What follows belongs to an exercise in optimizing a design on an open flow for small area; a production flow would make more cautious choices. In this exercise RTL edits were held to simulation tests only and were not proved equivalent to the original. Power and IR drop assume default switching activity.

`design/flow/flow/run.sh`:
```
#!/bin/bash
# Own layout flow: the standard flow (standard synthesis unchanged), with
# smaller port buffers, larger clock-tree sink clusters and no CTS dummy loads.
set -euo pipefail
export BUFFER_PORTS_ARGS="-buffer_cell sky130_fd_sc_hd__buf_1"
export CTS_ARGS="-sink_clustering_enable -repair_clock_nets -dont_use_dummy_load -root_buf sky130_fd_sc_hd__clkbuf_16 -buf_list sky130_fd_sc_hd__clkbuf_16 -sink_clustering_size 28 -sink_clustering_max_diameter 90"
bash standard.sh > standard_flow.log 2>&1
```
`design/flow/standard.sh`:
```
#!/bin/bash
# synth_recipe.tcl (not shown) runs the flow's synth.tcl, then flattens the netlist and writes it again
# the make line also repeats each setting of config.mk as NAME=value (left out here)
make -C /OpenROAD-flow-scripts/flow DESIGN_CONFIG=/design/flow/config.mk WORK_HOME=/design/flow/orfs CLKGATE_MAP_FILE= SYNTH_SCRIPT=/design/flow/synth_recipe.tcl "${@:-finish}"
```
`design/flow/config.mk`:
```
export PLATFORM = sky130hd
export DESIGN_NAME = reg_file_mp
export DESIGN_NICKNAME = reg_file_mp
export VERILOG_FILES = /design/flow/design.v
export SDC_FILE = /design/flow/constraint.sdc
export NUM_CORES = 4
export LEC_CHECK = 0
export CAP_MARGIN = 20
export CORE_MARGIN = 2
export CORE_UTILIZATION = 40
export SLEW_MARGIN = 20
export SYNTH_HIERARCHICAL = 1
```
`design/flow/constraint.sdc`:
```
create_clock -name core_clock -period 5.0 [get_ports {clk}]
set_input_delay 1.0000 -clock core_clock [delete_from_list [all_inputs] [get_ports {clk}]]
set_output_delay 1.0000 -clock core_clock [all_outputs]
set_load 0.01 [all_outputs]
```
`design/flow/design.v`:
```
module reg_file_mp #(
    parameter int DATA_WIDTH = 32,
    parameter int ADDR_WIDTH = 5,
    parameter int NUM_READ   = 2,
    parameter bit ZERO_REG   = 1'b1
) (
    input  logic                           clk,
    input  logic                           reset,
    input  logic                           writeEnable,
    input  logic [ADDR_WIDTH-1:0]          writeAddress,
    input  logic [DATA_WIDTH-1:0]          writeData,
    input  logic [DATA_WIDTH/8-1:0]        writeByteEnable,
    input  logic                           issueValid,
    input  logic [ADDR_WIDTH-1:0]          issueAddress,
    input  logic [NUM_READ*ADDR_WIDTH-1:0] readAddress,
    output logic [NUM_READ*DATA_WIDTH-1:0] readData,
    output logic [NUM_READ-1:0]            readBusy,
    output logic [2**ADDR_WIDTH-1:0]       busyVector
);
    localparam int DEPTH  = 2**ADDR_WIDTH;
    localparam int NBYTES = DATA_WIDTH/8;
    localparam int FIRST  = ZERO_REG ? 1 : 0;
    wire  [DATA_WIDTH-1:0]          mem_q [DEPTH];
    wire  [DEPTH-1:0]               busy_q;
    if (ZERO_REG) begin : g_zero
        assign mem_q[0]  = {DATA_WIDTH{1'b0}};
        assign busy_q[0] = 1'b0;
    end
    logic [DATA_WIDTH-1:0] wr_data_s;
    assign wr_data_s = writeData & {DATA_WIDTH{~reset}};
    logic [NBYTES-1:0] byte_off_n;
    assign byte_off_n = ~(writeByteEnable | {NBYTES{reset}});
    for (genvar i = FIRST; i < DEPTH; i++) begin : g_reg
        logic                  wr_hit_s;
        logic                  row_off_n;
        logic [NBYTES-1:0]     byte_load_s;
        logic [DATA_WIDTH-1:0] word_q;
        logic                  busy_r;
        assign wr_hit_s  = writeEnable && (writeAddress == ADDR_WIDTH'(i));
        assign row_off_n = ~(wr_hit_s || reset);
        for (genvar b = 0; b < NBYTES; b++) begin : g_byte
            rf_nor2 u_load (.a(row_off_n), .b(byte_off_n[b]), .y(byte_load_s[b]));
            always_ff @(posedge clk) begin
                if (byte_load_s[b]) begin
                    word_q[8*b +: 8] <= wr_data_s[8*b +: 8];
                end
            end
        end
        always_ff @(posedge clk) begin
            if (reset) begin
                busy_r <= 1'b0;
            end else if (issueValid && (issueAddress == ADDR_WIDTH'(i))) begin
                busy_r <= 1'b1;
            end else if (wr_hit_s) begin
                busy_r <= 1'b0;
            end
        end
        assign mem_q[i]  = word_q;
        assign busy_q[i] = busy_r;
    end
    localparam int NTERM  = DEPTH - FIRST;
    localparam int NGROUP = (NTERM + 2) / 3;
    localparam int LO_BITS = ADDR_WIDTH / 2;
    localparam int LO_N    = 2**LO_BITS;
    localparam int HI_N    = 2**(ADDR_WIDTH - LO_BITS);
    for (genvar p = 0; p < NUM_READ; p++) begin : g_port
        logic [ADDR_WIDTH-1:0] ra_s;
        logic [LO_N-1:0]       pre_lo_q;
        logic [HI_N-1:0]       pre_hi_q;
        logic [DEPTH-1:0]      sel_s;
        assign ra_s = readAddress[p*ADDR_WIDTH +: ADDR_WIDTH];
        always_ff @(posedge clk) begin
            for (int j = 0; j < LO_N; j++) begin
                pre_lo_q[j] <= (ra_s[LO_BITS-1:0] == LO_BITS'(j));
            end
            for (int j = 0; j < HI_N; j++) begin
                pre_hi_q[j] <= (ra_s[ADDR_WIDTH-1:LO_BITS] == (ADDR_WIDTH-LO_BITS)'(j));
            end
        end
        always_comb begin
            for (int i = 0; i < DEPTH; i++) begin
                sel_s[i] = pre_hi_q[i / LO_N] & pre_lo_q[i % LO_N];
            end
        end
        for (genvar c = 0; c <= DATA_WIDTH; c++) begin : g_col
            logic [NGROUP-1:0] grp_n;
            for (genvar g = 0; g < NGROUP; g++) begin : g_grp
                localparam int R0 = FIRST + 3*g;
                logic [2:0] s_v, d_v;
                for (genvar k = 0; k < 3; k++) begin : g_k
                    if (R0 + k < DEPTH) begin : g_on
                        assign s_v[k] = sel_s[R0+k];
                        if (c == DATA_WIDTH) begin : g_b
                            assign d_v[k] = busy_q[R0+k];
                        end else begin : g_d
                            assign d_v[k] = mem_q[R0+k][c];
                        end
                    end else begin : g_off
                        assign s_v[k] = 1'b0;
                        assign d_v[k] = 1'b0;
                    end
                end
                if (R0 + 2 < DEPTH) begin : g_full
                    rf_aoi222 u_aoi (.a(s_v), .b(d_v), .y(grp_n[g]));
                end else begin : g_part
                    assign grp_n[g] = ~|(s_v & d_v);
                end
            end
            logic bit_s;
            assign bit_s = ~&grp_n;
            if (c == DATA_WIDTH) begin : g_busy
                assign readBusy[p] = bit_s;
            end else begin : g_data
                assign readData[p*DATA_WIDTH + c] = bit_s;
            end
        end
    end
    assign busyVector = busy_q;
endmodule
module rf_aoi222 (
    input  logic [2:0] a,
    input  logic [2:0] b,
    output logic       y
);
    assign y = ~|(a & b);
endmodule
module rf_nor2 (
    input  logic a,
    input  logic b,
    output logic y
);
    assign y = ~(a | b);
endmodule
```
==> flow_summary.ini, run 1 <==
[worst_hold_path]
holdPathStages = 1
holdPathEnd = g_reg[26].busy_r
hp-class = flip-flop to flip-flop
worstHoldStart = g_reg[26].busy_r

[synth]
synth_commonest_cells = 992 x edfxtp_1, 660 x a222oi_1, 136 x nor2_1
synth_most_common_cell = edfxtp_1
ys_types = 27
synth_fp_nets = 2489
ys.flop_type = edfxtp_1
syn_area_sq_um = 42000
synth_area_leaders = edfxtp_1 71%, a222oi_1 16%, dfxtp_1 2.6%
ys_seq_elements = 1047
synth-warning-count = 7
synthCells = 2429
synth_top_area_share = 0.710
yosysTopAreaCell = edfxtp_1
synth_seq_area_share = 0.736
async_flop_share = 0
synth_edf_count = 992
syn_avg_cell_area_sq_um = 17.3

[final_layout]
num-fill-cells = 9073
design_area_sq_um = 45400
seqCellArea_sq_um = 30900
final_layout_size_suffix_gt1_frac = 0.0764
synthToLayoutAreaGrowth_pct = 8.24
instances_no_fill = 3991
multi_input_area_sq_um = 10400
nNetsFinal = 2667

[cts]
postCtsSetupBuffers = 0
cts_tree = built
cts_made_buffers = 44
htreeDepth = 2
cts.sinks = 1047
clk_latency_ps = 650
cts_hold_buf = 0
clkTransAtPathRegs_ps = 110
cts_resized = 0
clock_path_buffers = 3
cts_root_buf = clkbuf_16

[global_routing]
grt_remaining_overflow = 0
grt_max_degree = 51
track_usage = 0.281
antenna_found_initial = 15
grt_pass1_wl_um = 216000
grt_pass1_vias = 28218

[die]
die_h_um = 328
row_count = 118
coreArea_sq_um = 104000
start_util = 0.404
io_pins = 158
die_width_um = 328
dieArea_sq_um = 108000

[setup_path]
r2r-end = g_reg[19].busy_r
cp.required_ps = 4000
r2r-start = g_reg[19].busy_r
crit_fanout = 20
crit_arrival_ps = 3390
rrSetupSlack_ps = 4290
start_kind = flip-flop
r2r_cells = 1
endpoint_kind = output pin
worstSetupPathType = flip-flop to output pin

[power]
p_per_area_nw_per_um2 = 366
p_leak_nw = 13.4
irDropWorstVdd_v = 0.000304

[timing]
setup_tns_ps = 0
hold_ws_ps = 557
tightest_slew_ps = 1260
slew_violations = 0
setup_viol = 0
layout_setup_ws_ps = 610
period_needed_ps = 4390
fin_crit_sh = 0.878
hold_viol_final = 0
rsz0062_at_grt = no
relSlewSlack = 0.161
max_freq_ghz = 0.228
skew_ps = 0

[drt]
vias_per_cell = 7.59
routedWlPerCell_um = 39.3
first_iter_violations = 8621
drcViolationCount = 0
wl_um = 157000
vias = 30305
antenna_left = 0
first_pass_iters = 13

[outcome]
status = finished clean

[job]
cap_violations = 0

[placed_design]
gp_congestion = 1.02
dp_hpwl_um = 103000
dpl.cell_count = 3939
dp_slack_ps = 1230
portBuffers = 156
post_dp_cell_area_sq_um = 44300
## critical path, cell delays in order (launching register included)
cell and delay, ps:
dfxtp_1 380, and2_1 470, buf_4 390, a222oi_1 380, nand4_1 220, a21oi_1 270, nand4_1 370, buf_1 250
## worst max-delay path by stage
stage / slack, ps / endpoint / cells past startpoint / start
global placement: 1340 / g_reg[1].word_q[27] / 4 / writeAddress[0]
CTS: 660 / readData[36] / 7 / g_port[1].pre_lo_q[1]
floorplan: 1940 / g_reg[10].word_q[10] / 4 / reset
detailed placement: 1230 / g_reg[1].word_q[27] / 4 / writeAddress[0]
finish: 610 / readBusy[1] / 7 / g_port[1].pre_lo_q[2]
global route: 530 / readData[35] / 7 / g_port[1].pre_lo_q[1]
## cell usage in the layout, fill, tap and decap left out, types with 31 or more instances in the layout
cell type / instances
a21oi_1: 93
a222oi_1: 660
a22o_1: 31
and2_1: 55
and4_1: 67
buf_1: 155
buf_4: 95
clkbuf_16: 44
dfxtp_1: 55
edfxtp_1: 992
nand4_1: 132
nor2_1: 128
## modules after synthesis (local to each module, per instance)
module / cells / copies in the design / flops+latches / cell area, sq um
rf_nor2: 1 / 124 / 0 / 3.75
rf_aoi222: 1 / 660 / 0 / 10.0
reg_file_mp: 1645 / 1 / 1047 / 34900
## sequential cells by signal, summed over array words and instances, names as in the netlist
signal	flops
g_port.pre_hi_q	16
g.busy_r	31
g.word_q	992
g_port.pre_lo_q	8
## final cells by class
type,instances,area share
well taps,1380,0.0380
diodes,6,0.000331
clock buffers,44,0.0242
repair buffers,251,0.0287
multi-input cells,1263,0.229
flip-flops and latches,1047,0.680
## kinds of logic (layout without fill, tap and decap cells)
group | Yosys count | count (layout) | share of synthesized area
flops | 1047 | 1047 | 0.736
compound gates | 788 | 788 | 0.176
simple gates | 474 | 474 | 0.0682
buf+inv | 119 | 295 | 0.0200
other cells | 1 | 7 | 0.0000894
## metrics by stage
stage                     total power (W)  utilization
final                              0.0166        0.438
after global routing               0.0170        0.437
after CTS                          0.0166        0.437
after detailed placement           0.0126        0.426
after global placement             0.0125        0.426
after floorplan                    0.0118            -
## routing by layer
metal,GRT usage,vias up,wire (um)
li1,-,11800,-
met1,0.376,15177,54500
met2,0.425,2902,67700
met3,0.106,410,28200
met4,0.0840,16,6320
met5,0,-,90
## where the power goes
part	internal [W]	switching [W]	total [W]
clock	0.00159	0.00261	0.00419
combinational	0.000375	0.00120	0.00157
sequential	0.0105	0.000398	0.0109
total	0.0124	0.00420	0.0166
==> run 2: changes to the inputs <==
--- a/design/flow/config.mk
+++ b/design/flow/config.mk
@@ -8,5 +8,6 @@
 export CAP_MARGIN = 20
 export CORE_MARGIN = 2
 export CORE_UTILIZATION = 40
+export GPL_TIMING_DRIVEN = 0
 export SLEW_MARGIN = 20
 export SYNTH_HIERARCHICAL = 1
==> run 2 against run 1 <==
Still clean. Critical path depth is 1 higher. Core utilization is 1.8 points higher. Sequential power hardly changed. Clock skew stayed put. Maximum frequency is 1.5% lower. Final cell count is 2.6% higher. Global-route usage is 0.39 points lower. Flip-flop and latch count stayed put. Largest cell class unchanged.
==> flow_summary.ini, run 2 <==
[final_layout]
largest_reg_flops = 992
reg_top3 = g.word_q: 992 flops, g.busy_r: 31 flops, g_port.pre_hi_q: 16 flops
final_layout_size_suffix_gt1_frac = 0.131
synthToLayoutAreaGrowth_pct = 12.7
final_common_cell = edfxtp_1
instances_no_fill = 4096
nNetsFinal = 2773
layout_common_cells = 992 x edfxtp_1, 660 x a222oi_1, 157 x buf_1
top_register = g.word_q

[drt]
drcViolationCount = 0
first_pass_iters = 11
wl_um = 155000
vias_per_cell = 7.45
routedWlPerCell_um = 37.9
vias = 30521
antenna_left = 0
first_iter_violations = 7786

[cts]
cts_resized = 0
cts_hold_buf = 0
cts_made_buffers = 43
clkTransAtPathRegs_ps = 110
postCtsSetupBuffers = 0
cts_tree = built
cts.sinks = 1047
cts_root_buf = clkbuf_16
clk_latency_ps = 640
htreeDepth = 2
clock_path_buffers = 3

[die]
die_width_um = 328
dieArea_sq_um = 108000
start_util = 0.404
die_h_um = 328
coreArea_sq_um = 104000
row_count = 118
io_pins = 158

[timing]
hold_ws_ps = 565
relSlewSlack = 0.179
setup_tns_ps = 0
hold_viol_final = 0
tightest_slew_ps = 1230
fin_crit_sh = 0.891
setup_viol = 0
period_needed_ps = 4460
skew_ps = 0
slew_violations = 0
rsz0062_at_grt = no
max_freq_ghz = 0.224
layout_setup_ws_ps = 544

[synth]
synth_area_leaders = edfxtp_1 71%, a222oi_1 16%, dfxtp_1 2.6%
synthCells = 2429
synth_seq_area_share = 0.736
ys_types = 27
synth_fp_nets = 2489
synth_top_area_share = 0.710
syn_avg_cell_area_sq_um = 17.3
ys.flop_type = edfxtp_1
yosysTopAreaCell = edfxtp_1
synth-warning-count = 7
ys_seq_elements = 1047
synth_most_common_cell = edfxtp_1
async_flop_share = 0
syn_area_sq_um = 42000
synth_commonest_cells = 992 x edfxtp_1, 660 x a222oi_1, 136 x nor2_1
synth_edf_count = 992

[setup_path]
slowest_stage = and2_2
max_stage_delay_ps = 450
crit_fanout = 21
crit_arrival_ps = 3460
endpoint_kind = output pin
critical_path_buf_inv_count = 3
crit_chain = and2_2 > buf_16 > a222oi_1 > nand4_1 > a21oi_1 > nand4_1 > buf_4 > buf_1
cp.required_ps = 4000
start_kind = flip-flop
crit_family = simple AND/OR/NAND/NOR gates
cpMostUsedCell = nand4_1
worstSetupPathType = flip-flop to output pin

[outcome]
status = finished clean

[job]
cap_violations = 0

[placed_design]
dpl.cell_count = 4047
portBuffers = 155
dp_slack_ps = 1220
gp_congestion = 0.946
dp_hpwl_um = 106000

[power]
p_per_area_nw_per_um2 = 355
p_total_w = 0.0168
irDropWorstVdd_v = 0.000204
p_int_w = 0.0126
combinationalPowerShare = 0.107
clock_power_share = 0.244
p_leak_nw = 14.2
sw_frac_of_total = 0.251
sequentialPowerShare = 0.648
power_switching_w = 0.00420

[global_routing]
grt_max_degree = 32
track_usage = 0.277
grt_remaining_overflow = 0
grt_pass1_vias = 28923
grt_pass1_wl_um = 213000
antenna_found_initial = 12

[worst_hold_path]
hp-class = flip-flop to flip-flop
## run 2: cell counts after synthesis
No cell type changed its count.
## run 2: path summary, 6_finish.rpt
path | end | slack, ps | startpoint | depth (start not counted)
max reg2reg | g_reg[13].busy_r | 4230 | g_reg[13].busy_r | 1
max | readData[4] | 540 | g_port[0].pre_lo_q[0] | 8
min reg2reg | g_reg[29].busy_r | 570 | g_reg[29].busy_r | 1
min | g_reg[29].busy_r | 570 | g_reg[29].busy_r | 1
## run 2: power by group through the flow
stage	clock network, W	logic, W	registers (W)
finish	0.00410	0.00180	0.0109
floorplan	0	0.000891	0.0109
global route	0.00439	0.00184	0.0109
detailed placement	0	0.00173	0.0111
global placement	0	0.00162	0.0110
CTS	0.00411	0.00173	0.0109
## run 2: Yosys stat by module (local to each module, per instance)
module / area [sq um] / times used / cells / flops+latches
reg_file_mp: 34900 / 1 / 1645 / 1047
rf_aoi222: 10.0 / 660 / 1 / 0
rf_nor2: 3.75 / 124 / 1 / 0
## run 2: area by class of cell
class | count | area [sq um]
plain buffers | 119 | 840
flip-flops and latches | 1047 | 30900
diodes | 5 | 12.5
well taps | 1380 | 1730
multi-input cells | 1263 | 10500
fillers | 8849 | 56500
repair buffers | 239 | 2230
clock buffers | 43 | 1080
## run 2: cells by family (layout without fill, tap and decap cells)
kind of cell    after synthesis  after routing  synth area share
flops                      1047           1047             0.736
compound gates              788            788             0.176
simple gates                474            474            0.0682
other cells                   1              6         0.0000894
buf+inv                     119            401            0.0200
## run 2: per-layer routing
layer | part of all wire | GRT usage | vias to the layer above | wire length, um
met5 | 0.0012 | 0.00222 | - | 190
li1 | - | - | 12027 | -
met1 | 0.34 | 0.364 | 15165 | 52900
met4 | 0.038 | 0.0862 | 18 | 5960
met3 | 0.18 | 0.110 | 371 | 28600
met2 | 0.43 | 0.421 | 2940 | 67400
## run 2: per-stage QoR
stage	cell area, sq um	util
6_report	47300	0.456
5_1_grt	47300	0.456
4_1_cts	47200	0.455
3_5_place_dp	46200	0.445
3_3_place_gp	44300	0.427
2_1_floorplan	42000	-

re-timing with driven ports:
The results above use ideal ports. As a check the final layouts listed here were re-extracted and re-timed, cells and wires unchanged. Step 1 sets driving cells, clkbuf_16 on the clock port and buf_2 on the other inputs (assumed; they add their load-dependent delay and slew). Step 2 adds t to the input delays and takes it off the output delays; t is the mean of the earliest and latest rising clock arrival at the registers after step 1. Input paths then give back, and output paths get back, about the clock's delay inside the block. Three values: no drivers, after step 1, after step 2; two values: the first two.
run	t (ns)	setup WS [ns]	hold WS [ns]	latest minus earliest clock arrival (ns)	slew at the worst register clock pin (ns)
run 1	0.701	0.610 / 0.540 / 1.170	0.557 / 0.557 / 0.557	0.054 / 0.054	0.11 / 0.11
run 2	0.701	0.544 / 0.476 / 1.127	0.565 / 0.542 / 0.565	0.047 / 0.047	0.11 / 0.11
After both steps every run listed still meets setup and hold.
